Context: an optimization exercise on an open-source flow, tuned for small area, a short achievable clock period and few clock cycles per item. The choices shown serve that exercise and are no tape-out recipe. Function was checked by simulation only, so behaviour that the tests miss may differ from the original.

## scalar_kalman_filter
module scalar_kalman_filter #(
  parameter int unsigned FRAC_BITS = 16
) (
  input  logic        clk_i,
  input  logic        rst_ni,
  input  logic        cfg_valid_i,
  output logic        cfg_ready_o,
  input  logic [0:0]  cfg_index_i,
  input  logic [31:0] cfg_data_i,
  input  logic        s_axis_tvalid,
  output logic        s_axis_tready,
  input  logic [31:0] s_axis_tdata,
  input  logic        s_axis_tuser,
  output logic        m_axis_tvalid,
  input  logic        m_axis_tready,
  output logic [31:0] m_axis_tdata
);
export LEC_CHECK = 0
export CAP_MARGIN = 20
export CORE_MARGIN = 2
export CORE_UTILIZATION = 40
export SETUP_SLACK_MARGIN = 5
export SLEW_MARGIN = 20
create_clock -name core_clock -period 11.0 [get_ports {clk_i}]
run.sh (not shown) runs the stock make flow with config.mk's settings and CLKGATE_MAP_FILE= SYNTH_SCRIPT=/design/flow/synth_recipe.tcl, a recipe that flattens the netlist after the stock synthesis.
Testbench counts at the start, summed over its fixed seeds: cycles 9,297, items 1,600.
Rerun with:
--- a/flow/design.v
+++ b/flow/design.v
@@ -27,16 +27,18 @@
   logic [2:0]  cnt_q;
   logic        cd_q, cl_q, cc_q, hfirst_q;
   logic        cd_d, cl_d, cc_d;
   logic [1:0]  lc_q;
   logic        conv_q, gv_q, pkv_q, hit_q, go_conv, start, nx_q, hold0, hit_d;
   logic [32:0] eq_a, eq_b, eq_k, eq_c;
   logic [15:0] g_q;
   logic        th, tl, ph, pl;
+  logic [3:0]  lb_q, lb_d;
+  logic [1:0]  lc_n;
   logic        tready_q, out_valid_q, primed_q, pone_q, pass_q, rz_q, force_q;
   logic [31:0] q_q;
   logic [32:0] rs_q;
   logic [32:0] zd_q;
   logic [31:0] pp_q;
   logic [32:0] den_q;
   logic [33:0] rem_q;
   logic        bh_q;
@@ -60,29 +62,27 @@
   assign s1 = !rem_q[33];
   assign rem1 = (cd_q ? {1'b0, pp_q, 1'b0} : {rem_q[32:0], 1'b0}) + ({1'b0, den_q} ^ {34{s1}})
               + {33'd0, s1};
   assign s2   = !rem1[33];
   assign rem2 = {rem1[32:0], 1'b0} + ({1'b0, den_q} ^ {34{s2}}) + {33'd0, s2};
   assign bhi = bh_q && !force_q;
   assign blo = !rem_q[33] && !force_q;
   always_comb begin
-    th = bhi;
-    tl = blo;
-    ph = 1'b0;
-    pl = 1'b0;
-    if (cl_q) begin
-      case (lc_q)
-        2'd0:    begin th = g_q[15]; tl = g_q[14]; ph = g_q[7]; pl = g_q[6]; end
-        2'd1:    begin th = g_q[13]; tl = g_q[12]; ph = g_q[5]; pl = g_q[4]; end
-        2'd2:    begin th = g_q[11]; tl = g_q[10]; ph = g_q[3]; pl = g_q[2]; end
-        default: begin th = g_q[9];  tl = g_q[8];  ph = g_q[1]; pl = g_q[0]; end
-      endcase
-    end
-  end
+    case (lc_n)
+      2'd0:    lb_d = {g_q[15], g_q[14], g_q[7], g_q[6]};
+      2'd1:    lb_d = {g_q[13], g_q[12], g_q[5], g_q[4]};
+      2'd2:    lb_d = {g_q[11], g_q[10], g_q[3], g_q[2]};
+      default: lb_d = {g_q[9],  g_q[8],  g_q[1], g_q[0]};
+    endcase
+  end
+  assign th = cl_q ? lb_q[3] : bhi;
+  assign tl = cl_q ? lb_q[2] : blo;
+  assign ph = lb_q[1];
+  assign pl = lb_q[0];
   always_comb begin
     xcin = 1'b0;
     xc   = 48'd0;
     if (prep_q) begin
       xa   = {16'd0, p_cur};
       xb   = {16'd0, q_q};
     end else if (cd_q) begin
       xa   = {{15{zd_q[32]}}, zd_q};
@@ -141,16 +141,17 @@
   assign go_conv = conv_q || hit_q;
   assign prep_d = (start && !conv_q) || (prep_q && stall);
   assign cd_d   = (start && conv_q && !cl_q) || (prep_q && !stall) || (cd_q && stall);
   assign div_d  = (cd_q && !stall && !go_conv) || (div_q && (cnt_q != 3'd7));
   assign last_d = div_q && (cnt_q == 3'd7);
   assign hold0  = cl_q && (lc_q == 2'd0) && stall;
   assign cl_d   = (cd_q && !stall && go_conv) || (cl_q && (lc_q != 2'd3)) || (cc_q && nx_q);
   assign cc_d   = cl_q && (lc_q == 2'd3);
+  assign lc_n   = (cl_q && !hold0) ? lc_q + 2'd1 : 2'd0;
   always_ff @(posedge clk_i or negedge rst_ni) begin
     if (!rst_ni) begin
       prep_q      <= 1'b0;
       div_q       <= 1'b0;
       last_q      <= 1'b0;
       s2_q        <= 1'b0;
       hit_q       <= 1'b0;
       cnt_q       <= 3'd0;
@@ -181,17 +182,17 @@
       cd_q     <= cd_d;
       cl_q     <= cl_d;
       cc_q     <= cc_d;
       hfirst_q <= (cd_q && !stall) || (cc_q && nx_q) || hold0;
       tready_q <= !prep_d && !div_d && !cd_d && !(cl_d && !(cl_q && (lc_q == 2'd2)))
                   && !(cc_d && start);
       nx_q     <= cc_d && start;
       cnt_q    <= div_q ? cnt_q + 3'd1 : 3'd1;
-      lc_q     <= (cl_q && !hold0) ? lc_q + 2'd1 : 2'd0;
+      lc_q     <= lc_n;
       if (cd_q && !stall && hit_q) begin
         conv_q <= 1'b1;
         pkv_q  <= 1'b1;
       end
       if (last_q && !pass_q) begin
         pkv_q <= 1'b0;
         gv_q  <= !force_q;
       end
@@ -232,43 +233,27 @@
       den_q <= {1'b0, p_cur};
     end
     if (tready_q) zd_q <= {s_axis_tdata[31], s_axis_tdata};
     else if (cd_q && !stall) zd_q <= xs[32:0];
     else if (cc_q && nx_q) zd_q <= ps[48:16];
     if (hor || (cl_q && !hold0) || cc_q) accx_q <= xs;
     if ((hor && !pass_q) || (cl_q && !hold0)) accp_q <= ps[47:0];
     if (hor) g_q <= {g_q[13:0], bh_q, !rem_q[33]};
+    lb_q <= lb_d;
   end
 endmodule
 module skf_csadd #(
   parameter int unsigned W = 32
 ) (
   input  logic [W-1:0] a_i,
   input  logic [W-1:0] b_i,
   input  logic [W-1:0] c_i,
   input  logic         ci1_i,
   input  logic         ci2_i,
   output logic [W-1:0] s_o
 );
   logic [W-1:0] x, y;
-  logic [W:0]   g, p;
   assign x = a_i ^ b_i ^ c_i;
   assign y = {(a_i[W-2:0] & b_i[W-2:0]) | (a_i[W-2:0] & c_i[W-2:0]) |
               (b_i[W-2:0] & c_i[W-2:0]), ci1_i};
-  always_comb begin
-    g = {x & y, ci2_i};
-    p = {x ^ y, 1'b0};
-    for (int d = 1; d <= W; d = d * 2) begin
-      for (int i = 2 * d - 1; i <= W; i = i + 2 * d) begin
-        g[i] = g[i] | (p[i] & g[i - d]);
-        p[i] = p[i] & p[i - d];
-      end
-    end
-    for (int d = 64; d >= 1; d = d / 2) begin
-      for (int i = 3 * d - 1; i <= W; i = i + 2 * d) begin
-        g[i] = g[i] | (p[i] & g[i - d]);
-        p[i] = p[i] & p[i - d];
-      end
-    end
-  end
-  assign s_o = x ^ y ^ g[W-1:0];
+  assign s_o = x + y + {{(W-1){1'b0}}, ci2_i};
 endmodule
Fmax rose by 9.0%; die area rose by about 3%; global-route usage fell by 1.5 points; count of clock-buffer cells in the layout rose by 3; final area fell by about 3%; non-clock buffer count fell by 81; worst hold slack degrades by 8.3 ps; worst setup slack improves by 550 ps; area after synthesis rose by about 3%; flip-flop and latch count rose by 4.
Testbench counts after the change, summed over its fixed seeds: cycles 9,297, items 1,600.

[afterwards: timing with drivers on the ports]
The flow's constraints put no driver on any port. The routed layouts listed below were extracted and timed again, unchanged, in two steps.
Step 1 (the two cells are an assumption about what drives the block):
set clk [get_ports {clk_i}]
set_driving_cell -lib_cell sky130_fd_sc_hd__clkbuf_16 $clk
set_driving_cell -lib_cell sky130_fd_sc_hd__buf_2 [delete_from_list [all_inputs] $clk]
Step 2 times the ports against the registers' clock, not the clock port: input delays grow and output delays shrink by t, the midpoint of the rising clock arrivals with the driver on.
Three values: ideal, step 1, step 2; two values: the first two.
| run | shift t [ns] | slack for setup (ns) | worst register clock-pin slew, ns | pins driven straight from the clock port |
|---|---|---|---|---|
| the first run | 0.672 | 4.344 / 4.344 / 4.344 | 0.07 / 0.07 | 1 |
| the second run | 0.663 | 4.895 / 4.895 / 4.895 | 0.07 / 0.07 | 1 |
After both steps setup and hold are still met in every run listed.
